From an optimization exercise on the open Yosys and OpenROAD flow, aimed at small area, a short achievable clock period and few clock cycles; shortcuts taken in it are not production practice.
In this exercise RTL edits were held to simulation tests only and were not proved equivalent to the original.

**flow/flow/margin.txt**
```
24
```
**flow/flow/area.abc**
```
strash
&get -n
&dch -f
&nf -R 1000
&put
```
**flow/constraint.sdc**
```tcl
create_clock -name core_clock -period 32.0 [get_ports {i_Clk}]
set_input_delay 6.4000 -clock core_clock [delete_from_list [all_inputs] [get_ports {i_Clk}]]
set_output_delay 6.4000 -clock core_clock [all_outputs]
set_load 0.01 [all_outputs]
```
**flow/standard.sh**
```bash
#!/bin/bash
# synth_recipe.tcl (not shown) runs the flow's synth.tcl, then flattens the netlist and writes it again
# the make line also repeats each setting of config.mk as NAME=value (left out here)
make -C /OpenROAD-flow-scripts/flow DESIGN_CONFIG=/design/flow/config.mk WORK_HOME=/design/flow/orfs CLKGATE_MAP_FILE= SYNTH_SCRIPT=/design/flow/synth_recipe.tcl "${@:-finish}"
```
**flow/design.v**
```verilog
package dec_round_key_gen_pkg;
    localparam int NW_MAX_DEF = 60;
    localparam int KEY_W_DEF  = 256;
    typedef enum logic [1:0] {
        KEY_128     = 2'b00,
        KEY_192     = 2'b01,
        KEY_256     = 2'b10,
        KEY_256_ALT = 2'b11
    } key_mode_e;
    localparam logic [3:0] NR_128 = 4'd10;
    localparam logic [3:0] NR_192 = 4'd12;
    localparam logic [3:0] NR_256 = 4'd14;
endpackage
module dec_sbox
(
    input  logic [7:0] i_X,
    output logic [7:0] o_Y
);
    logic U0, U1, U2, U3, U4, U5, U6, U7;
    assign {U0, U1, U2, U3, U4, U5, U6, U7} = i_X;
    logic T1, T2, T3, T4, T5, T6, T7, T8, T9, T10, T11, T12, T13, T14;
    logic T15, T16, T17, T18, T19, T20, T21, T22, T23, T24, T25, T26, T27;
    assign T1  = U0 ^ U3;   assign T2  = U0 ^ U5;   assign T3  = U0 ^ U6;
    assign T4  = U3 ^ U5;   assign T5  = U4 ^ U6;   assign T6  = T1 ^ T5;
    assign T7  = U1 ^ U2;   assign T8  = U7 ^ T6;   assign T9  = U7 ^ T7;
    assign T10 = T6 ^ T7;   assign T11 = U1 ^ U5;   assign T12 = U2 ^ U5;
    assign T13 = T3 ^ T4;   assign T14 = T6 ^ T11;  assign T15 = T5 ^ T11;
    assign T16 = T5 ^ T12;  assign T17 = T9 ^ T16;  assign T18 = U3 ^ U7;
    assign T19 = T7 ^ T18;  assign T20 = T1 ^ T19;  assign T21 = U6 ^ U7;
    assign T22 = T7 ^ T21;  assign T23 = T2 ^ T22;  assign T24 = T2 ^ T10;
    assign T25 = T20 ^ T17; assign T26 = T3 ^ T16;  assign T27 = T1 ^ T12;
    logic M1, M2, M3, M4, M5, M6, M7, M8, M9, M10, M11, M12, M13, M14, M15, M16;
    logic M17, M18, M19, M20, M21, M22, M23, M24, M25, M26, M27, M28, M29, M30, M31, M32;
    logic M33, M34, M35, M36, M37, M38, M39, M40, M41, M42, M43, M44, M45, M46, M47, M48;
    logic M49, M50, M51, M52, M53, M54, M55, M56, M57, M58, M59, M60, M61, M62, M63;
    assign M1  = T13 & T6;  assign M2  = T23 & T8;  assign M3  = T14 ^ M1;
    assign M4  = T19 & U7;  assign M5  = M4 ^ M1;   assign M6  = T3 & T16;
    assign M7  = T22 & T9;  assign M8  = T26 ^ M6;  assign M9  = T20 & T17;
    assign M10 = M9 ^ M6;   assign M11 = T1 & T15;  assign M12 = T4 & T27;
    assign M13 = M12 ^ M11; assign M14 = T2 & T10;  assign M15 = M14 ^ M11;
    assign M16 = M3 ^ M2;   assign M17 = M5 ^ T24;  assign M18 = M8 ^ M7;
    assign M19 = M10 ^ M15; assign M20 = M16 ^ M13; assign M21 = M17 ^ M15;
    assign M22 = M18 ^ M13; assign M23 = M19 ^ T25; assign M24 = M22 ^ M23;
    assign M25 = M22 & M20; assign M26 = M21 ^ M25; assign M27 = M20 ^ M21;
    assign M28 = M23 ^ M25; assign M29 = M28 & M27; assign M30 = M26 & M24;
    assign M31 = M20 & M23; assign M32 = M27 & M31; assign M33 = M27 ^ M25;
    assign M34 = M21 & M22; assign M35 = M24 & M34; assign M36 = M24 ^ M25;
    assign M37 = M21 ^ M29; assign M38 = M32 ^ M33; assign M39 = M23 ^ M30;
    assign M40 = M35 ^ M36; assign M41 = M38 ^ M40; assign M42 = M37 ^ M39;
    assign M43 = M37 ^ M38; assign M44 = M39 ^ M40; assign M45 = M42 ^ M41;
    assign M46 = M44 & T6;  assign M47 = M40 & T8;  assign M48 = M39 & U7;
    assign M49 = M43 & T16; assign M50 = M38 & T9;  assign M51 = M37 & T17;
    assign M52 = M42 & T15; assign M53 = M45 & T27; assign M54 = M41 & T10;
    assign M55 = M44 & T13; assign M56 = M40 & T23; assign M57 = M39 & T19;
    assign M58 = M43 & T3;  assign M59 = M38 & T22; assign M60 = M37 & T20;
    assign M61 = M42 & T1;  assign M62 = M45 & T4;  assign M63 = M41 & T2;
    logic L0, L1, L2, L3, L4, L5, L6, L7, L8, L9, L10, L11, L12, L13, L14;
    logic L15, L16, L17, L18, L19, L20, L21, L22, L23, L24, L25, L26, L27, L28, L29;
    assign L0  = M61 ^ M62; assign L1  = M50 ^ M56; assign L2  = M46 ^ M48;
    assign L3  = M47 ^ M55; assign L4  = M54 ^ M58; assign L5  = M49 ^ M61;
    assign L6  = M62 ^ L5;  assign L7  = M46 ^ L3;  assign L8  = M51 ^ M59;
    assign L9  = M52 ^ M53; assign L10 = M53 ^ L4;  assign L11 = M60 ^ L2;
    assign L12 = M48 ^ M51; assign L13 = M50 ^ L0;  assign L14 = M52 ^ M61;
    assign L15 = M55 ^ L1;  assign L16 = M56 ^ L0;  assign L17 = M57 ^ L1;
    assign L18 = M58 ^ L8;  assign L19 = M63 ^ L4;  assign L20 = L0 ^ L1;
    assign L21 = L1 ^ L7;   assign L22 = L3 ^ L12;  assign L23 = L18 ^ L2;
    assign L24 = L15 ^ L9;  assign L25 = L6 ^ L10;  assign L26 = L7 ^ L9;
    assign L27 = L8 ^ L10;  assign L28 = L11 ^ L14; assign L29 = L11 ^ L17;
    assign o_Y = {L6 ^ L24, ~(L16 ^ L26), ~(L19 ^ L28), L6 ^ L21,
                  L20 ^ L22, L25 ^ L29, ~(L13 ^ L27), ~(L6 ^ L23)};
endmodule
module dec_key_word_step
(
    input  logic [31:0] i_Word,
    output logic [31:0] o_Word
);
    for (genvar g = 0; g < 4; g++) begin : g_sbox
        dec_sbox u_sbox (.i_X(i_Word[8*g +: 8]), .o_Y(o_Word[8*g +: 8]));
    end
endmodule
import dec_round_key_gen_pkg::*;
module dec_round_key_gen
#(
    parameter int NW_MAX = NW_MAX_DEF,
    parameter int KEY_W  = KEY_W_DEF
) (
    input  logic             i_Clk,
    input  logic             i_Rst,
    input  logic             i_Start,
    input  logic [KEY_W-1:0] i_Key,
    input  logic [1:0]       i_Key_Mode,
    input  logic             i_Round_Ready,
    output logic [127:0]     o_Round_Key,
    output logic             o_Round_Valid,
    output logic [3:0]       o_Round_Idx,
    output logic             o_Last,
    output logic             o_Busy
);
    typedef struct packed {
        logic       sh2;     
        logic [2:0] off;     
        logic       j0;      
        logic       j2;      
        logic [3:0] g;       
        logic       rot;     
        logic [7:0] rc;      
        logic [3:0] sin;     
    } ctrl_t;
    function automatic logic [7:0] rcon(input logic [3:0] idx);
        case (idx)
            4'd1:    rcon = 8'h01;
            4'd2:    rcon = 8'h02;
            4'd3:    rcon = 8'h04;
            4'd4:    rcon = 8'h08;
            4'd5:    rcon = 8'h10;
            4'd6:    rcon = 8'h20;
            4'd7:    rcon = 8'h40;
            4'd8:    rcon = 8'h80;
            4'd9:    rcon = 8'h1b;
            4'd10:   rcon = 8'h36;
            default: rcon = 8'h00;
        endcase
    endfunction
    function automatic ctrl_t step_ctrl(input logic nk6, input logic nk8, input logic [3:0] r,
                                        input logic bwd);
        ctrl_t      c;
        logic [3:0] idx;
        c     = '0;
        idx   = 4'd0;
        c.rot = 1'b1;
        if (!bwd) begin
            if (nk8) begin
                c.j0  = 1'b1;
                c.rot = r[0];
                idx   = (r + 4'd1) >> 1;
                c.off = 3'b001;
            end else if (nk6) begin
                c.off = 3'b010;
                case (r)
                    4'd0:  begin c.j2 = 1'b1; idx = 4'd1; c.sh2 = 1'b1; c.off = 3'b001; end
                    4'd2:  begin c.j0 = 1'b1; idx = 4'd2; end
                    4'd3:  begin c.j2 = 1'b1; idx = 4'd3; end
                    4'd5:  begin c.j0 = 1'b1; idx = 4'd4; end
                    4'd6:  begin c.j2 = 1'b1; idx = 4'd5; end
                    4'd8:  begin c.j0 = 1'b1; idx = 4'd6; end
                    4'd9:  begin c.j2 = 1'b1; idx = 4'd7; end
                    4'd11: begin c.j0 = 1'b1; idx = 4'd8; end
                    default: ;
                endcase
            end else begin
                c.j0  = 1'b1;
                idx   = r + 4'd1;
                c.off = 3'b100;
            end
            c.sin = (c.j2 && !c.sh2) ? 4'b1110 : 4'b1000;
            c.g   = {c.j0 | c.j2, c.j0 | c.j2, c.j0, c.j0};
        end else begin
            if (nk8) begin
                c.j0  = 1'b1;
                c.rot = !r[0];
                idx   = r >> 1;
                c.off = 3'b100;
                c.sin = 4'b0100;
            end else if (nk6) begin
                c.off = 3'b010;
                case (r)
                    4'd2:  begin c.j0 = 1'b1; idx = 4'd1; end
                    4'd3:  begin c.j2 = 1'b1; idx = 4'd2; end
                    4'd5:  begin c.j0 = 1'b1; idx = 4'd3; end
                    4'd6:  begin c.j2 = 1'b1; idx = 4'd4; end
                    4'd8:  begin c.j0 = 1'b1; idx = 4'd5; end
                    4'd9:  begin c.j2 = 1'b1; idx = 4'd6; end
                    4'd11: begin c.j0 = 1'b1; idx = 4'd7; end
                    4'd12: begin c.j2 = 1'b1; idx = 4'd8; end
                    default: ;
                endcase
                c.sin = c.j2 ? 4'b0100 : 4'b0001;
            end else begin
                c.j0  = 1'b1;
                idx   = r - 4'd1;
                c.off = 3'b001;
                c.sin = 4'b0110;
            end
            c.g = {1'b0, c.j2, 1'b0, c.j0};
        end
        c.rc = c.rot ? rcon(idx) : 8'h00;
        step_ctrl = c;
    endfunction
    logic [31:0] r_W [8];
    logic        r_Nk6;          
    logic        r_Nk8;          
    logic [3:0]  r_Rnd;          
    ctrl_t       r_C;            
    logic        w_Fwd;
    logic        w_Adv;          
    logic [3:0]  w_EndRnd;
    logic        w_FwdLast;
    logic [3:0]  w_RndNext;
    logic        w_BwdNext;
    ctrl_t       w_CFirst;
    ctrl_t       w_CNext;
    logic [31:0] w_SubIn;
    logic [31:0] w_SubOut;
    logic [31:0] w_T;
    logic [31:0] w_P [4];
    logic [31:0] w_A [4];
    logic [31:0] w_Y [4];
    logic [31:0] w_Rc0;
    logic [31:0] w_Rc2;
    assign w_Fwd     = o_Busy && !o_Round_Valid;
    assign w_Adv     = !o_Round_Valid || i_Round_Ready;
    assign w_EndRnd  = r_Nk8 ? NR_256 : r_Nk6 ? NR_192 : NR_128;
    assign w_FwdLast = (r_Rnd == w_EndRnd - 4'd1);
    assign w_SubIn = ({32{r_C.sin[3]}} & r_W[7]) ^ ({32{r_C.sin[2]}} & r_W[3]) ^
                     ({32{r_C.sin[1]}} & r_W[2]) ^ ({32{r_C.sin[0]}} & r_W[1]);
    dec_key_word_step u_sub (.i_Word(w_SubIn), .o_Word(w_SubOut));
    assign w_T = r_C.rot ? {w_SubOut[23:0], w_SubOut[31:24]} : w_SubOut;
    assign w_Rc0 = {r_C.j0 ? r_C.rc : 8'h00, 24'h000000};
    assign w_Rc2 = {r_C.j2 ? r_C.rc : 8'h00, 24'h000000};
    always_comb begin
        for (int j = 0; j < 4; j++)
            w_P[j] = ({32{r_C.off[0]}} & r_W[j]) | ({32{r_C.off[1]}} & r_W[j+2]) |
                     ({32{r_C.off[2]}} & r_W[j+4]);
        w_A[0] = w_P[0] ^ w_Rc0 ^ (r_C.j0 ? 32'h0 : (o_Round_Valid ? r_W[1] : r_W[7]));
        w_A[1] = w_P[1] ^ (o_Round_Valid ? w_P[0] : w_A[0]);
        w_A[2] = w_P[2] ^ w_Rc2 ^ (r_C.j2 ? 32'h0 : (o_Round_Valid ? w_P[1] : w_A[1]));
        w_A[3] = w_P[3] ^ (o_Round_Valid ? w_P[2] : w_A[2]);
        for (int j = 0; j < 4; j++)
            w_Y[j] = w_A[j] ^ ({32{r_C.g[j]}} & w_T);
    end
    always_ff @(posedge i_Clk) begin
        if (!o_Busy) begin
            for (int k = 0; k < 8; k++)
                r_W[k] <= i_Key[KEY_W-1-32*k -: 32];
        end else if (w_Fwd) begin
            for (int k = 0; k < 4; k++) begin
                r_W[k]   <= r_W[k+4];
                r_W[k+4] <= w_Y[k];
            end
            if (r_C.sh2) begin
                for (int k = 2; k < 6; k++)
                    r_W[k] <= r_W[k+2];
            end
        end else if (i_Round_Ready) begin
            for (int k = 0; k < 4; k++) begin
                r_W[k]   <= w_Y[k];
                r_W[k+4] <= r_W[k];
            end
        end
    end
    assign w_CFirst = step_ctrl(i_Key_Mode == KEY_192, i_Key_Mode[1], {3'b000, i_Key_Mode[1]}, 1'b0);
    always_comb begin
        w_RndNext = r_Rnd;
        w_BwdNext = o_Round_Valid;
        if (w_Fwd) begin
            w_RndNext = r_Rnd + 4'd1;
            w_BwdNext = w_FwdLast;
        end else begin
            w_RndNext = r_Rnd - 4'd1;
        end
    end
    assign w_CNext = step_ctrl(r_Nk6, r_Nk8, w_RndNext, w_BwdNext);
    always_ff @(posedge i_Clk) begin
        if (!o_Busy) begin
            r_Nk6 <= (i_Key_Mode == KEY_192);
            r_Nk8 <= i_Key_Mode[1];
            r_Rnd <= {3'b000, i_Key_Mode[1]};
            r_C   <= w_CFirst;
        end else if (w_Adv) begin
            r_Rnd <= w_RndNext;
            r_C   <= w_CNext;
        end
    end
    always_ff @(posedge i_Clk or posedge i_Rst) begin
        if (i_Rst) begin
            o_Busy        <= 1'b0;
            o_Round_Valid <= 1'b0;
            o_Last        <= 1'b0;
        end else if (!o_Busy) begin
            o_Busy <= i_Start;
        end else if (w_Fwd) begin
            if (w_FwdLast)
                o_Round_Valid <= 1'b1;
        end else if (i_Round_Ready) begin
            o_Last <= (r_Rnd == 4'd1);
            if (o_Last) begin
                o_Busy        <= 1'b0;
                o_Round_Valid <= 1'b0;
            end
        end
    end
    assign o_Round_Key = {r_W[4], r_W[5], r_W[6], r_W[7]};
    assign o_Round_Idx = r_Rnd;
endmodule
```
**flow/config.mk**
```make
export PLATFORM = sky130hd
export DESIGN_NAME = dec_round_key_gen
export DESIGN_NICKNAME = dec_round_key_gen
export VERILOG_FILES = /design/flow/design.v
export SDC_FILE = /design/flow/constraint.sdc
export NUM_CORES = 8
export LEC_CHECK = 0
export CAP_MARGIN = 20
export CORE_MARGIN = 2
export CORE_UTILIZATION = 40
export SETUP_SLACK_MARGIN = 2.0
export SLEW_MARGIN = 20
```
**flow/flow/run.sh**
```bash
#!/bin/bash
# Layout flow: the standard ORFS flow (standard.sh) with two changes.
#  1. Synthesis maps the logic with an area-oriented ABC script (flow/area.abc) in place of
#     ORFS's speed script. Registers are mapped before ABC runs, so they are exactly the
#     standard synthesis's registers, with the same names and cells.
#  2. ORFS's timing repair aims for the setup slack in flow/margin.txt (ns) at the design's
#     clock period, instead of the small default margin.
# Every tool's output goes to ORFS's per-step logs under orfs/logs, and make's to flow.log.
set -uo pipefail
W=$PWD
MARGIN=$(cat flow/margin.txt)
{
  echo "proc abc {args} { set i [lsearch \$args -script]; if {\$i >= 0} { set args [lreplace \$args \$i [expr {\$i+1}] -script $W/flow/area.abc] }; yosys abc {*}\$args }"
  cat synth_recipe.tcl
} > my_synth.tcl
sed -e "s#SYNTH_SCRIPT=[^ ]*#SYNTH_SCRIPT=$W/my_synth.tcl#" \
    -e "s#SETUP_SLACK_MARGIN=[^ ]*#SETUP_SLACK_MARGIN=$MARGIN#" standard.sh > my_standard.sh
bash my_standard.sh > flow.log 2>&1
```
==> results of run 1 <==
-- how the worst min path moves through the flow --
stage	startpoint	end	slack, ns	cells after the start
floorplan	o_Last	o_Busy	0.52	1
global placement	r_Rnd[1]	r_Rnd[1]	0.59	2
detailed placement	r_Rnd[2]	r_Rnd[2]	0.59	2
CTS	r_Rnd[3]	r_Rnd[3]	0.53	2
global route	r_Rnd[3]	r_Rnd[3]	0.57	2
finish	r_Rnd[3]	r_Rnd[3]	0.53	2
-- layout by cell type, fill, tap and decap left out, drive strengths merged, types with 6 or more instances in the layout --
cell type and instances:
nor3 6, a221o 107, a22oi 7, clkbuf 55, nand2b 16, ha 23
clkdlybuf4s50 361, buf 126, mux2 7, xnor2 410, edfxtp 276, o21ai 261
nand2 484, o2bb2ai 23, a222oi 128, and3 43, dlygate4sd2 24, dlymetal6s2s 11
a31oi 70, a21oi 207, clkinv 128, xor2 259, dfxtp 8, mux2i 94
nor2 307, a211oi 25, nor2b 84
-- area by class of cell --
class / instances / area [µm²] / share of cell area, %
timing repair buffer: 522 / 4990 / 14.9
inverter: 118 / 479 / 1.44
clock inverter: 13 / 58.8 / 0.176
timing repair inverter: 1 / 11.3 / 0.0337
clock buffer: 55 / 1170 / 3.52
sequential: 287 / 8550 / 25.6
multi-input combinational: 2590 / 17000 / 51.1
tap: 855 / 1070 / 3.21
-- through the flow --
stage                     cell area [µm²]  setup WS (ns)
after floorplan                     25900          21.67
after global routing                33400          24.00
after CTS                           33000          24.00
after global placement              31300          22.86
final                               33400          24.03
after detailed placement            31300          22.83
-- layer usage --
layer | wire, µm | GRT usage, % | vias to the layer above
met2 | 47000 | 47.8 | 1535
met5 | 0 | 0 | -
met3 | 10100 | 4.55 | 217
li1 | - | - | 12100
met1 | 42000 | 40.2 | 12900
met4 | 3400 | 9.63 | 0
-- cell families (layout without fill, tap and decap cells) --
group | Yosys count | count (layout) | synth area share [%]
fa+ha+maj | 23 | 23 | 1.12
flops | 287 | 287 | 33.0
xor+xnor | 669 | 669 | 22.7
simple gates | 951 | 951 | 15.3
buf+inv | 119 | 709 | 1.73
mux | 101 | 101 | 3.95
compound gates | 846 | 846 | 22.1
-- registers in the layout, summed over array words and instances, names as in the netlist --
signal and flops:
r_Nk8 1, o_Busy 1, r_C 22, r_W 256, r_Rnd 4, o_Round_Valid 1, o_Last 1, r_Nk6 1
-- synth_stat cells (3+ instances only) --
master / count / area (µm²)
a211oi_1: 25 / 188
a21oi_1: 207 / 1040
a221o_1: 107 / 1070
a222oi_1: 128 / 1280
a22oi_1: 7 / 52.6
a311oi_1: 3 / 26.3
a31oi_1: 70 / 438
and2_0: 4 / 25.0
and3_1: 43 / 269
clkinv_1: 118 / 443
dfrtp_1: 3 / 75.1
dfxtp_1: 8 / 160
edfxtp_1: 276 / 8290
ha_1: 23 / 288
mux2_1: 7 / 78.8
mux2i_1: 94 / 941
nand2_1: 484 / 1820
nand2b_1: 16 / 100
nand3_1: 3 / 15.0
nor2_1: 307 / 1150
nor2b_1: 84 / 526
nor3_1: 6 / 30.0
o21ai_0: 261 / 1310
o22ai_1: 5 / 31.3
o2bb2ai_1: 23 / 201
xnor2_1: 410 / 3590
xor2_1: 259 / 2270
-- what timing repair did --
| item | 4_1_cts | 5_1_grt |
|---|---|---|
| buffers inserted | 56 | 29 |
| cloned | 0 | 1 |
| endpoints found under the setup margin | 230 | 330 |
| resized for setup | 34 | 40 |
| hold endpoints to repair | 0 | 0 |
==> qor.csv, run 1 <==
stage,metric,value,unit
global_routing,GRT Util Overall,29.5,%
worst_setup_path,critical path's largest stage delay,0.58,ns
floorplanning,Core ar.,64100,µm²
sta,FMAX,0.125,GHz
global_routing,initial antenna violation count,0,
worst_setup_path,"Slowest-stage cell, CP",clkdlybuf4s50_1,
yosys,asr flop ratio synth,1.05,%
global_routing,total grt overflow,0,
placement,port bufs,396,
worst_setup_path,Worst R2R Path Depth,24,
routing,DR WL/cell,23.1,µm
sta,RSZ-0062 raised after global routing,no,
yosys,Mapped Avg Cell Area,8.61,µm²
sta,Final Slew Violations,0,
status,status,no timing/DRC/antenna violations,
finish,final-layout fill cell count,6007,
routing,via count,26800,
job,maxcap violations,0,
finish,Area Growth Syn to Fin,29.3,%
placement,hpwl dp,65.2,mm
floorplanning,Die H,258,µm
routing,DR pass1 iterations,12,
routing,DRT Wirelength,103,mm
clock_network,Inserted Clock Buffers,40,
worst_setup_path,reg2reg start,r_C[3],
sta,relative slew slack,27.1,%
clock_network,"Reg clk slew, reported paths",0.06,ns
clock_network,clock latency (worst-skew pair),0.57,ns
worst_setup_path,CP arrival,1.57,ns
worst_setup_path,WP buf/inv,1,
global_routing,vias in the first global route,25900,
clock_network,Bufs on Longest Clock Path,3,
clock_network,hold_buf cts,0,
finish,layout cells sized above 1,6.27,%
sta,Worst Max-Slew Pin Slew,1.09,ns
hold_path,Worst Hold Class,reg2reg,
sta,Setup TNS,0,ns
worst_setup_path,Crit. Startpoint,r_W[4][12],
clock_network,CTS tree,yes,
routing,First DRT Iteration DRCs,3901,
sta,Fin Hold WS,0.533,ns
clock_network,clk root buf,clkbuf_16,
clock_network,htree depth,2,
global_routing,first-pass GRT wire length,154,mm
worst_setup_path,WP data required,25.60,ns
yosys,synthesized net count,3281,
yosys,Seq cells post-synth,287,
finish,fin util,52.1,%
finish,ant diodes,0,
routing,drt via density,6.03,
routing,DRC,0,
finish,post-route insts no fill,4441,
sta,Clock Skews,0.0181,ns
worst_setup_path,Setup CP Type,reg2out,
floorplanning,Starting Density,40.3,%
yosys,synth unique cells,38,
worst_setup_path,peak fanout along the critical path,5,
routing,post-route ant nets,0,
sta,final setup vio count,0,
placement,post-placement cell count,4287,
placement,GPL Wtd Cong,0.912,
yosys,Most used DFF post-synth,edfxtp_1,
worst_setup_path,Levels on crit path,1,
clock_network,CTS Sinks,287,
sta,Period minus WS final,7.97,ns
sta,endpoints failing hold,0,
worst_setup_path,CP Capture Type,output pin,
floorplanning,I/O pin count,397,
yosys,part of the Yosys area used for sequential elements,33.0,%
floorplanning,die area,66600,µm²
floorplanning,width of the die,258,µm
worst_setup_path,reg2reg setup slack,24.51,ns
yosys,mapped cell area,25800,µm²
worst_setup_path,"Largest delay share family, worst path",buffers and inverters,
yosys,Cells after Synth,2996,
finish,nets,3845,
worst_setup_path,crit path launch type,flip-flop,
worst_setup_path,CP cell instances,clkdlybuf4s50_1,
floorplanning,Rows,93,
worst_setup_path,r2r endpoint,r_W[6][0],
yosys,Post-synth EDFFs,276,
yosys,Synth warnings,5,
worst_setup_path,Setup crit end,o_Round_Key[108],
global_routing,largest net degree at the start of global routing,172,
sta,final period utilization,24.9,%
Testbench counts, summed over its fixed seeds: cycles 5,064.
==> run 2: changes to the inputs <==
==> flow/flow/run.sh (replaced) <==
#!/bin/bash
# Layout flow: the standard ORFS flow (standard.sh) with these changes, set in flow/params.sh:
#  1. Synthesis maps the logic with an area-oriented ABC script (flow/area.abc) in place of
#     ORFS's speed script. Registers are mapped before ABC runs, so they are exactly the
#     standard synthesis's registers, with the same names and cells.
#  2. ORFS's timing repair aims for MARGIN ns of setup slack at the design's clock period,
#     instead of the small default margin.
#  3. Ports are buffered with BUF_CELL (every input and output still gets its own buffer).
# Every tool's output goes to ORFS's per-step logs under orfs/logs, and make's to flow.log.
set -uo pipefail
W=$PWD
source flow/params.sh
{
  echo "proc abc {args} { set i [lsearch \$args -script]; if {\$i >= 0} { set args [lreplace \$args \$i [expr {\$i+1}] -script $W/flow/area.abc] }; yosys abc {*}\$args }"
  cat synth_recipe.tcl
} > my_synth.tcl
sed -e "s#SYNTH_SCRIPT=[^ ]*#SYNTH_SCRIPT=$W/my_synth.tcl#" \
    -e "s#SETUP_SLACK_MARGIN=[^ ]*#SETUP_SLACK_MARGIN=$MARGIN#" standard.sh > my_standard.sh
export BUFFER_PORTS_ARGS="-buffer_cell $BUF_CELL"
bash my_standard.sh > flow.log 2>&1
==> flow/flow/params.sh (new file) <==
MARGIN=25
BUF_CELL=sky130_fd_sc_hd__buf_1
removed: flow/flow/margin.txt
==> run 2 against run 1 <==
  * Largest cell class unchanged
  * Die area did not move
  * Register-to-register slack improved by 0.86 ns
  * First-iteration DRC count fell by 1.3%
  * Synthesized area did not move
  * Maximum frequency rose by 4.0%
==> qor.csv, run 2 <==
stage,metric,value,unit
sta,Final Slew Violations,0,
finish,post-route insts no fill,4663,
yosys,simple-gate share of the synthesized area,15.3,%
sta,final setup vio count,0,
floorplanning,Die H,258,µm
yosys,synth cell count leaders,"nand2_1, xnor2_1, nor2_1, edfxtp_1, o21ai_0",
sta,endpoints failing hold,0,
global_routing,initial antenna violation count,0,
yosys,mapped cell area,25800,µm²
yosys,Mapped Avg Cell Area,8.61,µm²
placement,port bufs,396,
status,status,no timing/DRC/antenna violations,
yosys,Post-synth EDFFs,276,
clock_network,hold_buf cts,0,
finish,ant diodes,0,
placement,post-placement cell count,4292,
worst_setup_path,WP data required,25.60,ns
clock_network,CTS tree,yes,
clock_network,Bufs on Longest Clock Path,3,
floorplanning,Starting Density,40.3,%
yosys,xor/xnor share of the synthesized area,22.7,%
sta,FMAX,0.130,GHz
floorplanning,Rows,93,
routing,post-route ant nets,0,
clock_network,clock latency (worst-skew pair),0.57,ns
sta,Clock Skews,0.0191,ns
sta,final period utilization,24.0,%
finish,layout cells sized above 1,16.9,%
yosys,synthesized net count,3281,
sta,relative slew slack,24.0,%
yosys,Synth Area in Adders,1.12,%
routing,First DRT Iteration DRCs,3849,
clock_network,Inserted Clock Buffers,38,
routing,via count,27200,
sta,Worst Max-Slew Pin Slew,1.14,ns
yosys,Synth top area share,32.1,%
finish,Area Growth Syn to Fin,34.1,%
job,maxcap violations,0,
finish,nets,4066,
sta,RSZ-0062 raised after global routing,yes,
routing,DR pass1 iterations,10,
floorplanning,die area,66600,µm²
floorplanning,Core ar.,64100,µm²
clock_network,"Reg clk slew, reported paths",0.06,ns
yosys,Seq cells post-synth,287,
worst_setup_path,Setup CP Type,reg2out,
worst_setup_path,WP buf/inv,1,
floorplanning,width of the die,258,µm
yosys,Most used DFF post-synth,edfxtp_1,
placement,GPL Wtd Cong,0.920,
finish,Largest register FFs,256,
worst_setup_path,CP cell instances,buf_6,
worst_setup_path,peak fanout along the critical path,2,
yosys,part of the Yosys area used for sequential elements,33.0,%
routing,DRC,0,
finish,fin util,54.0,%
worst_setup_path,"Slowest-stage cell, CP",dfrtp_4,
finish,largest reg by FF count,r_W,
yosys,asr flop ratio synth,1.05,%
yosys,top-count cell post-synth,nand2_1,
routing,DR WL/cell,23.0,µm
yosys,Cells after Synth,2996,
worst_setup_path,CP arrival,1.27,ns
hold_path,Worst Hold Class,reg2reg,
worst_setup_path,crit path launch type,flip-flop,
clock_network,clk root buf,clkbuf_16,
sta,Setup TNS,0,ns
yosys,dominant cells by area after synthesis,"edfxtp_1, xnor2_1, xor2_1",
global_routing,vias in the first global route,25400,
finish,most frequent cells in the layout,"nand2_1, xnor2_1, nor2_1, edfxtp_1, buf_1",
sta,Period minus WS final,7.67,ns
routing,DRT Wirelength,107,mm
finish,"commonest non-fill, non-tap cell in the layout",nand2_1,
global_routing,largest net degree at the start of global routing,176,
worst_setup_path,"Largest delay share family, worst path",flip-flops,
yosys,synth unique cells,38,
finish,largest registers,"r_W (256), r_C (22), r_Rnd (4)",
yosys,Compound-Gate Fraction of Synth Area,22.1,%
global_routing,first-pass GRT wire length,154,mm
floorplanning,I/O pin count,397,
worst_setup_path,critical path's largest stage delay,0.55,ns
yosys,Synth area leader,edfxtp_1,
clock_network,htree depth,2,
routing,drt via density,5.84,
yosys,largest family of logic cells by synthesized area,XOR/XNOR gates,
clock_network,CTS Sinks,287,
yosys,multiplexer share of the synthesized area,3.95,%
global_routing,GRT Util Overall,29.9,%
worst_setup_path,CP Capture Type,output pin,
placement,hpwl dp,63.6,mm
yosys,Synth warnings,5,
global_routing,total grt overflow,0,
run 2: cell counts after synthesis:
No cell type changed its count.
run 2: timing repair:
| item | 4_1_cts | 5_1_grt |
|---|---|---|
| gates cloned | 28 | 19 |
| endpoints found under the setup margin | 683 | 674 |
| buffers inserted | 170 | 87 |
| pin swaps | 1 | 19 |
| gates resized for setup | 219 | 204 |
run 2: cell type report:
class	instances	area, µm²
timing repair buffer	722	5260
tap	855	1070
timing repair inverter	24	423
clock buffer	52	1080
fill	5980	29500
sequential	287	8560
clock inverter	15	115
inverter	118	494
multi-input combinational	2590	17600
run 2: through the flow:
stage / hold slack, ns / cell area (µm²) / worst slack (ns)
6_report: 0.582 / 34600 / 24.33
5_1_grt: 0.592 / 34600 / 24.32
4_1_cts: 0.571 / 32900 / 24.33
3_5_place_dp: 0.524 / 28800 / 22.41
3_3_place_gp: 0.520 / 28800 / 22.43
2_1_floorplan: 0.528 / 25900 / 21.67
run 2: worst paths after layout:
kind | startpoint | end | slack (ns) | cells past startpoint
max | o_Round_Valid | o_Round_Valid | 24.33 | 1
min | r_C[12] | r_C[12] | 0.58 | 2
max reg2reg | r_C[2] | r_W[4][26] | 25.37 | 26
min reg2reg | r_C[12] | r_C[12] | 0.58 | 2
max in group asynchronous | i_Rst | o_Busy | 26.19 | 2
min in group asynchronous | i_Rst | o_Last | 5.69 | 2
run 2: metal layers:
metal / part of all wire (%) / track usage, % / vias to the layer above
met5: 0 / 0 / -
met4: 3.3 / 10.6 / 0
met3: 8.8 / 4.18 / 199
met2: 47 / 48.6 / 1465
met1: 41 / 40.7 / 13000
li1: - / - / 12600
run 2: cells by family after synthesis:
family,Yosys count
mux,101
simple gates,951
compound gates,846
buf+inv,119
xor+xnor,669
flops,287
fa+ha+maj,23
==> run 3: changes to the inputs <==
==> flow/flow/params.sh (replaced) <==
MARGIN=24.5
BUF_CELL=sky130_fd_sc_hd__buf_1
==> run 3 against run 2 <==
  * Still clean on timing, DRC and antenna
  * Critical path depth unchanged
  * Clock skew shrank 0.0035 ns
  * Via count decreased by 2.4%
  * Synthesized cell count is the same
  * Sequential share of layout area increased by 2.0 points
  * Count of clock-buffer cells in the layout decreased by 5
  * Hold slack got worse by 0.11 ns
  * Maximum frequency decreased by 0.14%
  * Final cell count is 2.6% lower
  * Largest cell class unchanged
==> qor.csv, run 3 <==
stage,metric,value,unit
clock_network,clock latency (worst-skew pair),0.56,ns
routing,post-route ant nets,0,
floorplanning,Starting Density,40.3,%
clock_network,clk root buf,clkbuf_16,
yosys,asr flop ratio synth,1.05,%
sta,FMAX,0.130,GHz
worst_setup_path,Crit. Startpoint,o_Busy,
routing,DR pass1 iterations,10,
hold_path,hold path startpoint,r_C[12],
finish,layout cells sized above 1,12.3,%
sta,Fin Hold WS,0.467,ns
global_routing,largest net degree at the start of global routing,133,
placement,port bufs,396,
finish,largest reg by FF count,r_W,
clock_network,CTS tree,yes,
yosys,mapped cell area,25800,µm²
routing,metal2 WL,45.7,mm
yosys,part of the Yosys area used for sequential elements,33.0,%
clock_network,"Reg clk slew, reported paths",0.06,ns
sta,Setup TNS,0,ns
finish,Largest register FFs,256,
yosys,Synth top area share,32.1,%
worst_setup_path,"Slowest-stage cell, CP",dfrtp_4,
global_routing,vias in the first global route,24800,
worst_setup_path,r2r endpoint,r_W[6][24],
clock_network,CTS Sinks,287,
sta,Period minus WS final,7.68,ns
yosys,synth unique cells,38,
placement,GPL Wtd Cong,0.918,
yosys,Synth warnings,5,
worst_setup_path,peak fanout along the critical path,2,
global_routing,first-pass GRT wire length,149,mm
floorplanning,Rows,93,
sta,Worst Max-Slew Pin Slew,1.22,ns
global_routing,total grt overflow,0,
hold_path,worst hold stages,2,
routing,highest layer used for signal routing,met5,
yosys,Synth area leader,edfxtp_1,
finish,nets,3952,
worst_setup_path,CP arrival,1.28,ns
placement,hpwl dp,63.5,mm
worst_setup_path,critical path's largest stage delay,0.56,ns
routing,DRT met1 WL,42.4,mm
worst_setup_path,reg2reg setup slack,24.93,ns
routing,First DRT Iteration DRCs,3434,
hold_path,Worst Hold Class,reg2reg,
yosys,Seq cells post-synth,287,
routing,DRT Wirelength,99.8,mm
worst_setup_path,CP cell instances,buf_6,
floorplanning,I/O pin count,397,
clock_network,Inserted Clock Buffers,37,
worst_setup_path,"Largest delay share family, worst path",flip-flops,
worst_setup_path,crit path launch type,flip-flop,
clock_network,htree depth,2,
yosys,dominant cells by area after synthesis,"edfxtp_1, xnor2_1, xor2_1",
worst_setup_path,CP Capture Type,output pin,
sta,final setup vio count,0,
routing,via count,26600,
routing,met3 wire length,8.39,mm
floorplanning,die area,66600,µm²
worst_setup_path,reg2reg start,r_W[7][17],
worst_setup_path,Worst R2R Path Depth,26,
yosys,Cells after Synth,2996,
yosys,Most used DFF post-synth,edfxtp_1,
finish,most frequent cells in the layout,"nand2_1, xnor2_1, nor2_1, buf_1, edfxtp_1",
sta,Clock Skews,0.0157,ns
clock_network,Bufs on Longest Clock Path,3,
global_routing,GRT Util Overall,28.6,%
floorplanning,Core ar.,64100,µm²
sta,RSZ-0062 raised after global routing,yes,
worst_setup_path,Setup CP Type,reg2out,
clock_network,hold_buf cts,0,
floorplanning,Die H,258,µm
job,maxcap violations,0,
routing,drt via density,5.85,
worst_setup_path,WP buf/inv,1,
sta,Final Slew Violations,0,
floorplanning,width of the die,258,µm
status,status,no timing/DRC/antenna violations,
hold_path,hold path endpoint,r_C[12],
yosys,Post-synth EDFFs,276,
finish,largest registers,"r_W (256), r_C (22), r_Rnd (4)",
yosys,synthesized net count,3281,
routing,DR WL/cell,22.0,µm
yosys,Mapped Avg Cell Area,8.61,µm²
finish,Area Growth Syn to Fin,24.1,%
global_routing,initial antenna violation count,2,
yosys,synth cell count leaders,"nand2_1, xnor2_1, nor2_1, edfxtp_1, o21ai_0",
finish,"commonest non-fill, non-tap cell in the layout",nand2_1,
sta,endpoints failing hold,0,
sta,final period utilization,24.0,%
worst_setup_path,WP data required,25.60,ns
sta,relative slew slack,18.4,%
yosys,top-count cell post-synth,nand2_1,
routing,DRC,0,
-- run 3: area by class of cell --
class	instances	area, µm²
antenna	3	7.51
sequential	287	8560
inverter	118	479
fill	6280	32100
tap	855	1070
timing repair buffer	631	3690
clock buffer	47	963
clock inverter	10	67.6
multi-input combinational	2590	17200
timing repair inverter	2	32.5
-- run 3: logic make-up (layout without fill, tap and decap cells) --
logic type / after synthesis / after routing / share of synthesized area, %
DFF: 287 / 287 / 33.0
muxes: 101 / 101 / 3.95
xor gates and xnor gates: 669 / 669 / 22.7
other: 0 / 3 / 0
buffers and inverters: 119 / 808 / 1.73
and+or+nand+nor: 951 / 951 / 15.3
adders and majority gates: 23 / 23 / 1.12
AOI/OAI and AO/OA: 846 / 846 / 22.1
-- run 3: metrics by stage --
step / area (µm²) / utilization (%) / std cells / setup WS, ns
global placement: 28800 / 45.0 / 4292 / 22.43
global route: 32000 / 49.9 / 4540 / 24.30
CTS: 31300 / 48.8 / 4494 / 24.30
detailed placement: 28800 / 45.0 / 4293 / 22.47
floorplan: 25900 / - / 2996 / 21.67
finish: 32000 / 50.0 / 4543 / 24.32
-- run 3: timing repair --
item                                    4_1_cts  5_1_grt
pin swaps                                     0        2
gates resized for setup                      98      118
endpoints found under the setup margin      517      382
gates cloned                                  4        1
setup buffers                               140       45
-- run 3: worst max-delay path by stage --
stage	endpoint	slack [ns]	depth (start not counted)
6_report	o_Busy	24.32	1
5_1_grt	o_Busy	24.30	1
4_1_cts	o_Busy	24.30	1
3_5_place_dp	r_W[0][3]	22.47	6
3_3_place_gp	r_W[4][3]	22.43	6
2_1_floorplan	r_C[8]	21.67	12
-- run 3: worst min-delay path, stage by stage, from the launching register on --
cell and delay [ns]:
dfxtp_2 0.33, a21oi_1 0.06, nand2_1 0.06
-- run 3: metal layers --
metal  vias up  global-route usage (%)
met5         -                       0
met3       187                    4.07
li1      12300                       -
met1     12700                    39.1
met2      1336                    46.2
met4         2                    9.83
==> run 4: changes to the inputs <==
--- a/flow/design.v
+++ b/flow/design.v
@@ -192,5 +192,12 @@
     logic [3:0]  r_Rnd;          
     ctrl_t       r_C;            
+    logic        r_Idle;
+    logic        r_NValid;
+    logic        r_Busy;
+    logic        r_Valid;
     logic        w_Fwd;
+    logic        w_BusyNext;
+    logic        w_ValidNext;
+    logic        w_LastNext;
     logic        w_Adv;          
     logic [3:0]  w_EndRnd;
@@ -208,6 +215,6 @@
     logic [31:0] w_Rc0;
     logic [31:0] w_Rc2;
-    assign w_Fwd     = o_Busy && !o_Round_Valid;
-    assign w_Adv     = !o_Round_Valid || i_Round_Ready;
+    assign w_Fwd     = r_Busy && !r_Valid;
+    assign w_Adv     = !r_Valid || i_Round_Ready;
     assign w_EndRnd  = r_Nk8 ? NR_256 : r_Nk6 ? NR_192 : NR_128;
     assign w_FwdLast = (r_Rnd == w_EndRnd - 4'd1);
@@ -222,13 +229,13 @@
             w_P[j] = ({32{r_C.off[0]}} & r_W[j]) | ({32{r_C.off[1]}} & r_W[j+2]) |
                      ({32{r_C.off[2]}} & r_W[j+4]);
-        w_A[0] = w_P[0] ^ w_Rc0 ^ (r_C.j0 ? 32'h0 : (o_Round_Valid ? r_W[1] : r_W[7]));
-        w_A[1] = w_P[1] ^ (o_Round_Valid ? w_P[0] : w_A[0]);
-        w_A[2] = w_P[2] ^ w_Rc2 ^ (r_C.j2 ? 32'h0 : (o_Round_Valid ? w_P[1] : w_A[1]));
-        w_A[3] = w_P[3] ^ (o_Round_Valid ? w_P[2] : w_A[2]);
+        w_A[0] = w_P[0] ^ w_Rc0 ^ (r_C.j0 ? 32'h0 : (r_Valid ? r_W[1] : r_W[7]));
+        w_A[1] = w_P[1] ^ (r_Valid ? w_P[0] : w_A[0]);
+        w_A[2] = w_P[2] ^ w_Rc2 ^ (r_C.j2 ? 32'h0 : (r_Valid ? w_P[1] : w_A[1]));
+        w_A[3] = w_P[3] ^ (r_Valid ? w_P[2] : w_A[2]);
         for (int j = 0; j < 4; j++)
             w_Y[j] = w_A[j] ^ ({32{r_C.g[j]}} & w_T);
     end
     always_ff @(posedge i_Clk) begin
-        if (!o_Busy) begin
+        if (!r_Busy) begin
             for (int k = 0; k < 8; k++)
                 r_W[k] <= i_Key[KEY_W-1-32*k -: 32];
@@ -252,5 +259,5 @@
     always_comb begin
         w_RndNext = r_Rnd;
-        w_BwdNext = o_Round_Valid;
+        w_BwdNext = r_Valid;
         if (w_Fwd) begin
             w_RndNext = r_Rnd + 4'd1;
@@ -262,5 +269,5 @@
     assign w_CNext = step_ctrl(r_Nk6, r_Nk8, w_RndNext, w_BwdNext);
     always_ff @(posedge i_Clk) begin
-        if (!o_Busy) begin
+        if (!r_Busy) begin
             r_Nk6 <= (i_Key_Mode == KEY_192);
             r_Nk8 <= i_Key_Mode[1];
@@ -272,20 +279,36 @@
         end
     end
+    assign r_Busy  = !r_Idle;
+    assign r_Valid = !r_NValid;
+    always_comb begin
+        w_BusyNext  = r_Busy;
+        w_ValidNext = r_Valid;
+        w_LastNext  = o_Last;
+        if (!r_Busy) begin
+            w_BusyNext = i_Start;
+        end else if (w_Fwd) begin
+            if (w_FwdLast)
+                w_ValidNext = 1'b1;
+        end else if (i_Round_Ready) begin
+            w_LastNext = (r_Rnd == 4'd1);
+            if (r_Rnd == 4'd0) begin
+                w_BusyNext  = 1'b0;
+                w_ValidNext = 1'b0;
+            end
+        end
+    end
     always_ff @(posedge i_Clk or posedge i_Rst) begin
         if (i_Rst) begin
+            r_Idle        <= 1'b1;
+            r_NValid      <= 1'b1;
             o_Busy        <= 1'b0;
             o_Round_Valid <= 1'b0;
             o_Last        <= 1'b0;
-        end else if (!o_Busy) begin
-            o_Busy <= i_Start;
-        end else if (w_Fwd) begin
-            if (w_FwdLast)
-                o_Round_Valid <= 1'b1;
-        end else if (i_Round_Ready) begin
-            o_Last <= (r_Rnd == 4'd1);
-            if (o_Last) begin
-                o_Busy        <= 1'b0;
-                o_Round_Valid <= 1'b0;
-            end
+        end else begin
+            r_Idle        <= !w_BusyNext;
+            r_NValid      <= !w_ValidNext;
+            o_Busy        <= w_BusyNext;
+            o_Round_Valid <= w_ValidNext;
+            o_Last        <= w_LastNext;
         end
     end
==> run 4 against run 3 <==
  * Non-clock buffer count shrank 24
  * Clock skew grew 0.011 ns
  * Worst setup slack better by 0.039 ns
==> qor.csv, run 4 <==
stage,metric,value,unit
finish,Area Growth Syn to Fin,24.6,%
finish,most frequent cells in the layout,"nand2_1, xnor2_1, o21ai_0, edfxtp_1, buf_1",
yosys,synth unique cells,44,
floorplanning,Die H,254,µm
yosys,mapped cell area,25000,µm²
yosys,Synth warnings,5,
yosys,Seq cells post-synth,289,
worst_setup_path,WP buf/inv,1,
yosys,part of the Yosys area used for sequential elements,34.3,%
clock_network,"Reg clk slew, reported paths",0.06,ns
global_routing,GRT Util Overall,28.8,%
floorplanning,width of the die,254,µm
yosys,dominant cells by area after synthesis,"edfxtp_1, xnor2_1, xor2_1",
status,status,no timing/DRC/antenna violations,
routing,DR WL/cell,22.2,µm
routing,via count,25500,
clock_network,clk root buf,clkbuf_16,
finish,layout cells sized above 1,13.2,%
yosys,Synth top area share,33.1,%
yosys,Synth area leader,edfxtp_1,
sta,Final WS setup,24.36,ns
global_routing,largest net degree at the start of global routing,133,
yosys,synthesized net count,3116,
sta,final setup vio count,0,
finish,nets,3762,
yosys,Post-synth EDFFs,276,
global_routing,first-pass GRT wire length,144,mm
placement,port bufs,396,
yosys,synth cell count leaders,"nand2_1, xnor2_1, o21ai_0, edfxtp_1, xor2_1",
worst_setup_path,critical path's largest stage delay,0.50,ns
clock_network,Inserted Clock Buffers,37,
yosys,top-count cell post-synth,nand2_1,
global_routing,vias in the first global route,23800,
finish,post-route insts no fill,4345,
routing,drt via density,5.87,
floorplanning,I/O pin count,397,
routing,DR pass1 iterations,8,
worst_setup_path,CP cell instances,buf_1,
worst_setup_path,Setup CP Type,reg2out,
floorplanning,die area,64600,µm²
clock_network,CTS Sinks,289,
sta,final period utilization,23.9,%
worst_setup_path,"Slowest-stage cell, CP",edfxtp_1,
floorplanning,Core ar.,61800,µm²
hold_path,Worst Hold Class,reg2reg,
worst_setup_path,"Largest delay share family, worst path",flip-flops,
routing,DRT Wirelength,96.5,mm
placement,dpl ws,22.86,ns
sta,Clock Skews,0.0271,ns
worst_setup_path,peak fanout along the critical path,5,
placement,GPL Wtd Cong,0.921,
placement,hpwl dp,60.9,mm
floorplanning,Rows,91,
floorplanning,Starting Density,40.5,%
finish,Largest register FFs,256,
sta,Setup TNS,0,ns
finish,"commonest non-fill, non-tap cell in the layout",nand2_1,
yosys,Cells after Synth,2831,
yosys,Mapped Avg Cell Area,8.84,µm²
finish,largest reg by FF count,r_W,
global_routing,initial antenna violation count,2,
worst_setup_path,WP data required,25.60,ns
routing,DRC,0,
placement,post-placement cell count,4098,
clock_network,hold_buf cts,0,
sta,Final Slew Violations,0,
sta,FMAX,0.131,GHz
sta,endpoints failing hold,0,
clock_network,clock latency (worst-skew pair),0.58,ns
placement,Area after DPL,28000,µm²
worst_setup_path,crit path launch type,flip-flop,
clock_network,CTS tree,yes,
sta,RSZ-0062 raised after global routing,yes,
worst_setup_path,CP arrival,1.24,ns
finish,final instance area,31200,µm²
yosys,Most used DFF post-synth,edfxtp_1,
finish,largest registers,"r_W (256), r_C (22), r_Rnd (4)",
yosys,asr flop ratio synth,1.73,%
job,maxcap violations,0,
worst_setup_path,CP Capture Type,output pin,
sta,Period minus WS final,7.64,ns
worst_setup_path,reg2reg setup slack,24.96,ns
sta,relative slew slack,23.1,%
clock_network,htree depth,2,
routing,post-route ant nets,0,
routing,First DRT Iteration DRCs,3192,
global_routing,total grt overflow,0,
clock_network,Bufs on Longest Clock Path,3,
sta,Worst Max-Slew Pin Slew,1.15,ns
run 4: final cells by class:
cell class / count / area (µm²)
sequential: 289 / 8610
fill: 6038 / 30600
timing repair inverter: 1 / 8.76
clock buffer: 49 / 1040
clock inverter: 19 / 189
tap: 837 / 1050
inverter: 76 / 322
multi-input combinational: 2465 / 16500
antenna: 2 / 5.00
timing repair buffer: 607 / 3450
run 4: path summary, 6_finish.rpt:
| path | cells past startpoint | start | to |
|---|---|---|---|
| setup / recovery | 1 | r_W[5][27] | o_Round_Key[91] |
| hold / removal | 1 | r_C[0] | r_C[0] |
| setup reg to reg | 26 | r_C[2] | r_W[2][18] |
| hold reg to reg | 1 | r_C[0] | r_C[0] |
| max in group asynchronous | 2 | i_Rst | r_Idle |
| min in group asynchronous | 2 | i_Rst | o_Last |
run 4: routing by layer:
| layer | vias up | part of all wire, % | global-route usage, % |
|---|---|---|---|
| met5 | - | 0 | 0 |
| met4 | 0 | 2.8 | 9.33 |
| met3 | 156 | 8.4 | 3.50 |
| met2 | 1233 | 46 | 46.9 |
| met1 | 12300 | 42 | 39.9 |
| li1 | 11800 | - | - |
run 4: what timing repair did:
action,in CTS,in global routing
endpoints found under the setup margin,476,342
pin swaps,1,1
resized for setup,100,124
cloned,1,0
setup buffers,135,41
run 4: cell families after synthesis:
logic type	count (synthesis)	synth area share, %
buffers and inverters	77	1.15
adders and majority gates	23	1.15
muxes	72	2.94
and+or+nand+nor	791	12.5
DFF	289	34.3
AOI/OAI and AO/OA	878	23.3
xor gates and xnor gates	701	24.6
run 4: per-stage QoR:
step	util (%)	hold slack, ns
finish	50.5	0.470
global route	50.5	0.496
CTS	49.4	0.461
detailed placement	45.3	0.449
global placement	45.3	0.453
floorplan	-	0.545
Testbench counts of run 4, summed over its fixed seeds: cycles 5,064.
==> run 5: changes to the inputs <==
==> flow/flow/params.sh (replaced) <==
MARGIN=24.3
BUF_CELL=sky130_fd_sc_hd__buf_1
--- a/flow/config.mk
+++ b/flow/config.mk
@@ -8,5 +8,5 @@
 export CAP_MARGIN = 20
 export CORE_MARGIN = 2
-export CORE_UTILIZATION = 40
+export CORE_UTILIZATION = 50
 export SETUP_SLACK_MARGIN = 2.0
 export SLEW_MARGIN = 20
==> run 5 against run 4 <==
  * Final cell count shrank 7.9%
  * Design area down 6.2%
  * Worst setup slack worse by 0.046 ns
  * Sequential share of layout area rose by 1.8 points
  * Routed wire length fell by 6.5%
  * Hold slack better by 0.067 ns
  * Register-to-register slack got worse by 0.17 ns
  * Clock skew fell by 0.0054 ns
  * Largest cell class unchanged
==> qor.csv, run 5 <==
stage,metric,value,unit
yosys,Synth area leader,edfxtp_1,
finish,layout cells sized above 1,4.80,%
yosys,part of the Yosys area used for sequential elements,34.3,%
sta,Setup TNS,0,ns
routing,DRC,0,
finish,largest reg by FF count,r_W,
worst_setup_path,"Slowest-stage cell, CP",edfxtp_1,
yosys,Cells after Synth,2831,
sta,Clock Skews,0.0217,ns
routing,drt via density,6.22,
clock_network,CTS tree,yes,
worst_setup_path,CP cell instances,buf_1,
worst_setup_path,crit path launch type,flip-flop,
clock_network,Inserted Clock Buffers,38,
clock_network,hold_buf cts,0,
status,status,no timing/DRC/antenna violations,
routing,First DRT Iteration DRCs,3463,
sta,FMAX,0.130,GHz
sta,Period minus WS final,7.68,ns
worst_setup_path,"Largest delay share family, worst path",flip-flops,
floorplanning,die area,51900,µm²
clock_network,"Reg clk slew, reported paths",0.06,ns
clock_network,htree depth,2,
sta,Worst Max-Slew Pin Slew,1.09,ns
yosys,dominant cells by area after synthesis,"edfxtp_1, xnor2_1, xor2_1",
yosys,top-count cell post-synth,nand2_1,
placement,GPL Wtd Cong,0.923,
finish,"commonest non-fill, non-tap cell in the layout",nand2_1,
global_routing,vias in the first global route,24000,
sta,relative slew slack,27.6,%
placement,port bufs,396,
worst_setup_path,critical path's largest stage delay,0.51,ns
floorplanning,Die H,228,µm
worst_setup_path,CP arrival,1.28,ns
worst_setup_path,Setup CP Type,reg2out,
routing,via count,24900,
yosys,asr flop ratio synth,1.73,%
worst_setup_path,WP buf/inv,1,
worst_setup_path,peak fanout along the critical path,6,
yosys,Most used DFF post-synth,edfxtp_1,
routing,post-route ant nets,0,
yosys,Synth warnings,5,
global_routing,largest net degree at the start of global routing,210,
clock_network,clk root buf,clkbuf_16,
yosys,synth cell count leaders,"nand2_1, xnor2_1, o21ai_0, edfxtp_1, xor2_1",
floorplanning,I/O pin count,397,
floorplanning,Starting Density,50.9,%
global_routing,first-pass GRT wire length,139,mm
yosys,Seq cells post-synth,289,
routing,DR pass1 iterations,10,
worst_setup_path,WP data required,25.60,ns
sta,RSZ-0062 raised after global routing,no,
global_routing,GRT Util Overall,33.5,%
routing,DRT Wirelength,90.2,mm
yosys,Mapped Avg Cell Area,8.84,µm²
sta,final setup vio count,0,
yosys,Synth top area share,33.1,%
floorplanning,width of the die,228,µm
floorplanning,Core ar.,49200,µm²
finish,nets,3590,
job,maxcap violations,0,
finish,Area Growth Syn to Fin,16.9,%
sta,Final Slew Violations,0,
finish,final instance area,29300,µm²
worst_setup_path,CP Capture Type,output pin,
hold_path,Worst Hold Class,reg2reg,
placement,Area after DPL,27700,µm²
clock_network,CTS Sinks,289,
yosys,synth unique cells,44,
global_routing,total grt overflow,0,
sta,endpoints failing hold,0,
finish,most frequent cells in the layout,"nand2_1, xnor2_1, buf_1, o21ai_0, edfxtp_1",
clock_network,clock latency (worst-skew pair),0.57,ns
yosys,mapped cell area,25000,µm²
finish,largest registers,"r_W (256), r_C (22), r_Rnd (4)",
routing,DR WL/cell,22.5,µm
floorplanning,Rows,81,
yosys,synthesized net count,3116,
placement,hpwl dp,57.6,mm
yosys,Post-synth EDFFs,276,
global_routing,initial antenna violation count,8,
clock_network,Bufs on Longest Clock Path,3,
finish,Largest register FFs,256,
sta,final period utilization,24.0,%
[run 5: cell counts after synthesis]
Identical to the previous run, type by type.
[run 5: path summary, 6_finish.rpt]
kind	startpoint	to	slack [ns]	cells after the start
worst min-delay path	r_C[1]	r_C[1]	0.54	2
worst min register to register	r_C[1]	r_C[1]	0.54	2
worst max-delay path	r_W[7][14]	o_Round_Key[14]	24.32	1
max in group asynchronous	i_Rst	r_Idle	26.11	2
min in group asynchronous	i_Rst	o_Last	5.67	2
worst max register to register	r_C[2]	r_W[5][26]	24.79	27
[run 5: cell families after synthesis]
group	Yosys count	synth area share [%]
XOR/XNOR	701	24.6
buffers and inverters	77	1.15
AND/OR/NAND/NOR	791	12.5
flip-flops	289	34.3
multiplexers	72	2.94
adder cells (fa/ha/maj)	23	1.15
AO/OA/AOI/OAI	878	23.3
[run 5: metal layers]
metal  vias to the layer above  track usage [%]  part of all wire [%]
met4                         4             11.0                   2.8
met5                         -                0                 0.025
met1                     12000             45.0                    41
met2                      1289             55.1                    47
met3                       170             5.21                   9.0
li1                      11400                -                     -
[run 5: area by class of cell]
| class | count | area (µm²) |
|---|---|---|
| Inverter | 76 | 318 |
| Fill cell | 4494 | 19900 |
| Tap cell | 664 | 831 |
| Timing Repair Buffer | 434 | 1850 |
| Clock inverter | 21 | 118 |
| Multi-Input combinational cell | 2465 | 16500 |
| Antenna cell | 6 | 15.0 |
| Clock buffer | 45 | 1040 |
| Sequential cell | 289 | 8590 |
| Timing Repair inverter | 1 | 16.3 |
[run 5: through the flow]
stage	hold slack (ns)	utilization (%)	setup slack (ns)	cells
floorplan	0.545	-	23.58	2831
global placement	0.509	56.4	22.80	3921
detailed placement	0.517	56.4	22.72	3921
CTS	0.530	58.9	24.24	3989
global route	0.571	59.5	24.30	4000
finish	0.536	59.5	24.32	4001
[run 5: what timing repair did]
item | CTS | global route
pin swaps | 0 | 1
gates cloned | 1 | 0
endpoints found under the setup margin | 297 | 296
setup buffers | 1 | 5
resized for setup | 13 | 38
==> run 6: changes to the inputs <==
--- a/flow/config.mk
+++ b/flow/config.mk
@@ -9,4 +9,6 @@
 export CORE_MARGIN = 2
 export CORE_UTILIZATION = 50
+export CTS_CLUSTER_DIAMETER = 100
+export CTS_CLUSTER_SIZE = 20
 export SETUP_SLACK_MARGIN = 2.0
 export SLEW_MARGIN = 20
==> run 6 against run 5 <==
  * Largest cell class unchanged
  * First-iteration DRC count decreased by 2.8%
  * Synthesized area unchanged
  * Core utilization decreased by 1.0 points
  * Critical path type unchanged
  * Via count decreased by 0.18%
  * Routed wire length decreased by 0.31%
  * Non-clock buffer count increased by 7
  * Critical path depth unchanged
  * Critical endpoint is now o_Round_Key[8]
  * Global-route usage decreased by 0.26 points
  * Synthesized cell count unchanged
==> qor.csv, run 6 <==
stage,metric,value,unit
clock_network,CTS tree,yes,
yosys,Seq cells post-synth,289,
hold_path,Worst Hold Class,reg2reg,
finish,largest registers,"r_W (256), r_C (22), r_Rnd (4)",
clock_network,clock latency (worst-skew pair),0.56,ns
placement,dpl ws,22.72,ns
job,maxcap violations,0,
clock_network,"Reg clk slew, reported paths",0.08,ns
worst_setup_path,peak fanout along the critical path,6,
routing,drt via density,6.25,
sta,Setup TNS,0,ns
finish,Largest register FFs,256,
sta,Fin Hold WS,0.542,ns
floorplanning,die area,51900,µm²
placement,hpwl dp,57.6,mm
finish,final-layout fill cell count,4528,
sta,Worst Max-Slew Pin Slew,1.19,ns
yosys,Mapped Avg Cell Area,8.84,µm²
sta,Period minus WS final,7.69,ns
worst_setup_path,CP Capture Type,output pin,
finish,"commonest non-fill, non-tap cell in the layout",nand2_1,
yosys,Most used DFF post-synth,edfxtp_1,
sta,Final WS setup,24.31,ns
floorplanning,Core ar.,49200,µm²
global_routing,first-pass GRT wire length,138,mm
sta,RSZ-0062 raised after global routing,no,
worst_setup_path,WP buf/inv,1,
worst_setup_path,Setup CP Type,reg2out,
clock_network,htree depth,1,
yosys,Synth area leader,edfxtp_1,
yosys,Post-synth EDFFs,276,
finish,Area Growth Syn to Fin,14.9,%
placement,GPL Wtd Cong,0.923,
yosys,Cells after Synth,2831,
yosys,part of the Yosys area used for sequential elements,34.3,%
worst_setup_path,WP data required,25.60,ns
finish,layout cells sized above 1,4.33,%
routing,post-route ant nets,0,
worst_setup_path,CP cell instances,buf_1,
sta,FMAX,0.130,GHz
yosys,synth cell count leaders,"nand2_1, xnor2_1, o21ai_0, edfxtp_1, xor2_1",
sta,final setup vio count,0,
global_routing,GRT Util Overall,33.2,%
routing,via count,24800,
finish,largest reg by FF count,r_W,
worst_setup_path,"Largest delay share family, worst path",flip-flops,
yosys,Synth top area share,33.1,%
floorplanning,Die H,228,µm
yosys,mapped cell area,25000,µm²
floorplanning,Starting Density,50.9,%
clock_network,Inserted Clock Buffers,20,
routing,DRC,0,
sta,Final Slew Violations,0,
floorplanning,I/O pin count,397,
worst_setup_path,critical path's largest stage delay,0.49,ns
floorplanning,Rows,81,
routing,DRT Wirelength,89.9,mm
global_routing,initial antenna violation count,7,
yosys,top-count cell post-synth,nand2_1,
yosys,synth unique cells,44,
sta,final period utilization,24.0,%
global_routing,vias in the first global route,23800,
clock_network,CTS Sinks,289,
finish,most frequent cells in the layout,"nand2_1, xnor2_1, buf_1, o21ai_0, edfxtp_1",
global_routing,total grt overflow,0,
floorplanning,width of the die,228,µm
routing,DR WL/cell,22.6,µm
routing,DR pass1 iterations,8,
sta,Clock Skews,0.0216,ns
yosys,Synth warnings,5,
finish,nets,3580,
worst_setup_path,CP arrival,1.29,ns
placement,port bufs,396,
yosys,synthesized net count,3116,
global_routing,largest net degree at the start of global routing,210,
clock_network,Bufs on Longest Clock Path,3,
status,status,no timing/DRC/antenna violations,
worst_setup_path,"Slowest-stage cell, CP",edfxtp_1,
yosys,asr flop ratio synth,1.73,%
routing,First DRT Iteration DRCs,3367,
sta,relative slew slack,20.5,%
finish,Storage cell area,8590,µm²
sta,endpoints failing hold,0,
clock_network,clk root buf,clkbuf_16,
finish,multi-input logic area,16500,µm²
yosys,dominant cells by area after synthesis,"edfxtp_1, xnor2_1, xor2_1",
worst_setup_path,crit path launch type,flip-flop,
## run 6: cells by family (layout without fill, tap and decap cells)
family | after synthesis | in the layout | share of synthesized area [%]
AO/OA/AOI/OAI | 878 | 878 | 23.3
XOR/XNOR | 701 | 701 | 24.6
adder cells (fa/ha/maj) | 23 | 23 | 1.15
buffers and inverters | 77 | 552 | 1.15
flip-flops | 289 | 289 | 34.3
multiplexers | 72 | 72 | 2.94
other | 0 | 7 | 0
AND/OR/NAND/NOR | 791 | 791 | 12.5
## run 6: tightest hold or removal path, stage by stage (launching register included)
cell	delay, ns
dfxtp_2	0.33
a21oi_1	0.05
a21oi_1	0.12
## run 6: routing by layer
layer / track usage (%) / share of wire, % / vias to the layer above
li1: - / - / 11400
met1: 45.4 / 41 / 12000
met2: 55.1 / 48 / 1331
met3: 4.11 / 8.9 / 152
met4: 9.66 / 2.6 / 2
met5: 0 / 0.014 / -
## run 6: worst paths after layout
| check | from | end | slack (ns) | cells past startpoint |
|---|---|---|---|---|
| max in group asynchronous | i_Rst | r_NValid | 26.10 | 2 |
| min | r_C[1] | r_C[1] | 0.54 | 2 |
| max reg2reg | r_C[2] | r_W[5][26] | 24.74 | 27 |
| min reg2reg | r_C[1] | r_C[1] | 0.54 | 2 |
| max | r_W[7][8] | o_Round_Key[8] | 24.31 | 1 |
| min in group asynchronous | i_Rst | o_Busy | 5.68 | 2 |
## run 6: what timing repair did
item                       CTS  global route
setup buffers                4            10
cloned                       2             0
pin swaps                    1             0
resized for setup           10            37
setup endpoints to repair  296           217
hold buffers                 0             0
## run 6: through the flow
stage,instances,util [%],area [µm²]
floorplan,2831,-,25100
global placement,3921,56.4,27700
detailed placement,3921,56.4,27700
CTS,3960,57.9,28500
global route,3975,58.5,28700
finish,3977,58.5,28700
## run 6: final cells by class
| type | count | share of cell area [%] |
|---|---|---|
| antenna | 7 | 0.0609 |
| clock buffer | 25 | 1.88 |
| clock inverter | 8 | 0.400 |
| inverter | 76 | 1.06 |
| multi-input combinational | 2465 | 57.2 |
| sequential | 289 | 29.9 |
| tap | 664 | 2.89 |
| timing repair buffer | 441 | 6.49 |
| timing repair inverter | 2 | 0.0870 |

separate check: timing with driven ports:
Ports are ideal in the flow. The routed layouts listed here were re-timed in OpenROAD. Step 1: set_driving_cell puts a clkbuf_16 on i_Clk and a buf_2 on each other input, an assumption about the parent block. Step 2 adds t to the input delays and takes it off the output delays; t is the mean of the earliest and latest rising clock arrival at the registers after step 1. Input paths then give back, and output paths get back, about the clock's delay inside the block. Three values: ideal, step 1, step 2; two values: the first two.
run | shift t [ns] | slack for setup (ns) | worst hold slack (ns) | cell pins on the clock port's net
run 1 | 0.622 | 24.030 / 23.964 / 23.540 | 0.533 / 0.533 / 0.533 | 1
run 2 | 0.621 | 24.334 / 24.274 / 24.172 | 0.582 / 0.582 / 0.582 | 1
run 3 | 0.609 | 24.323 / 24.264 / 23.974 | 0.467 / 0.467 / 0.467 | 1
run 4 | 0.627 | 24.362 / 24.298 / 24.042 | 0.470 / 0.470 / 0.470 | 1
run 5 | 0.621 | 24.315 / 24.251 / 23.732 | 0.536 / 0.536 / 0.536 | 1
run 6 | 0.614 | 24.315 / 24.249 / 23.838 | 0.542 / 0.542 / 0.542 | 1
After both steps every run listed still meets setup and hold. For run 5, which loses most, drivers alone change the setup slack by -0.064 ns; drivers and shift together by -0.583 ns.
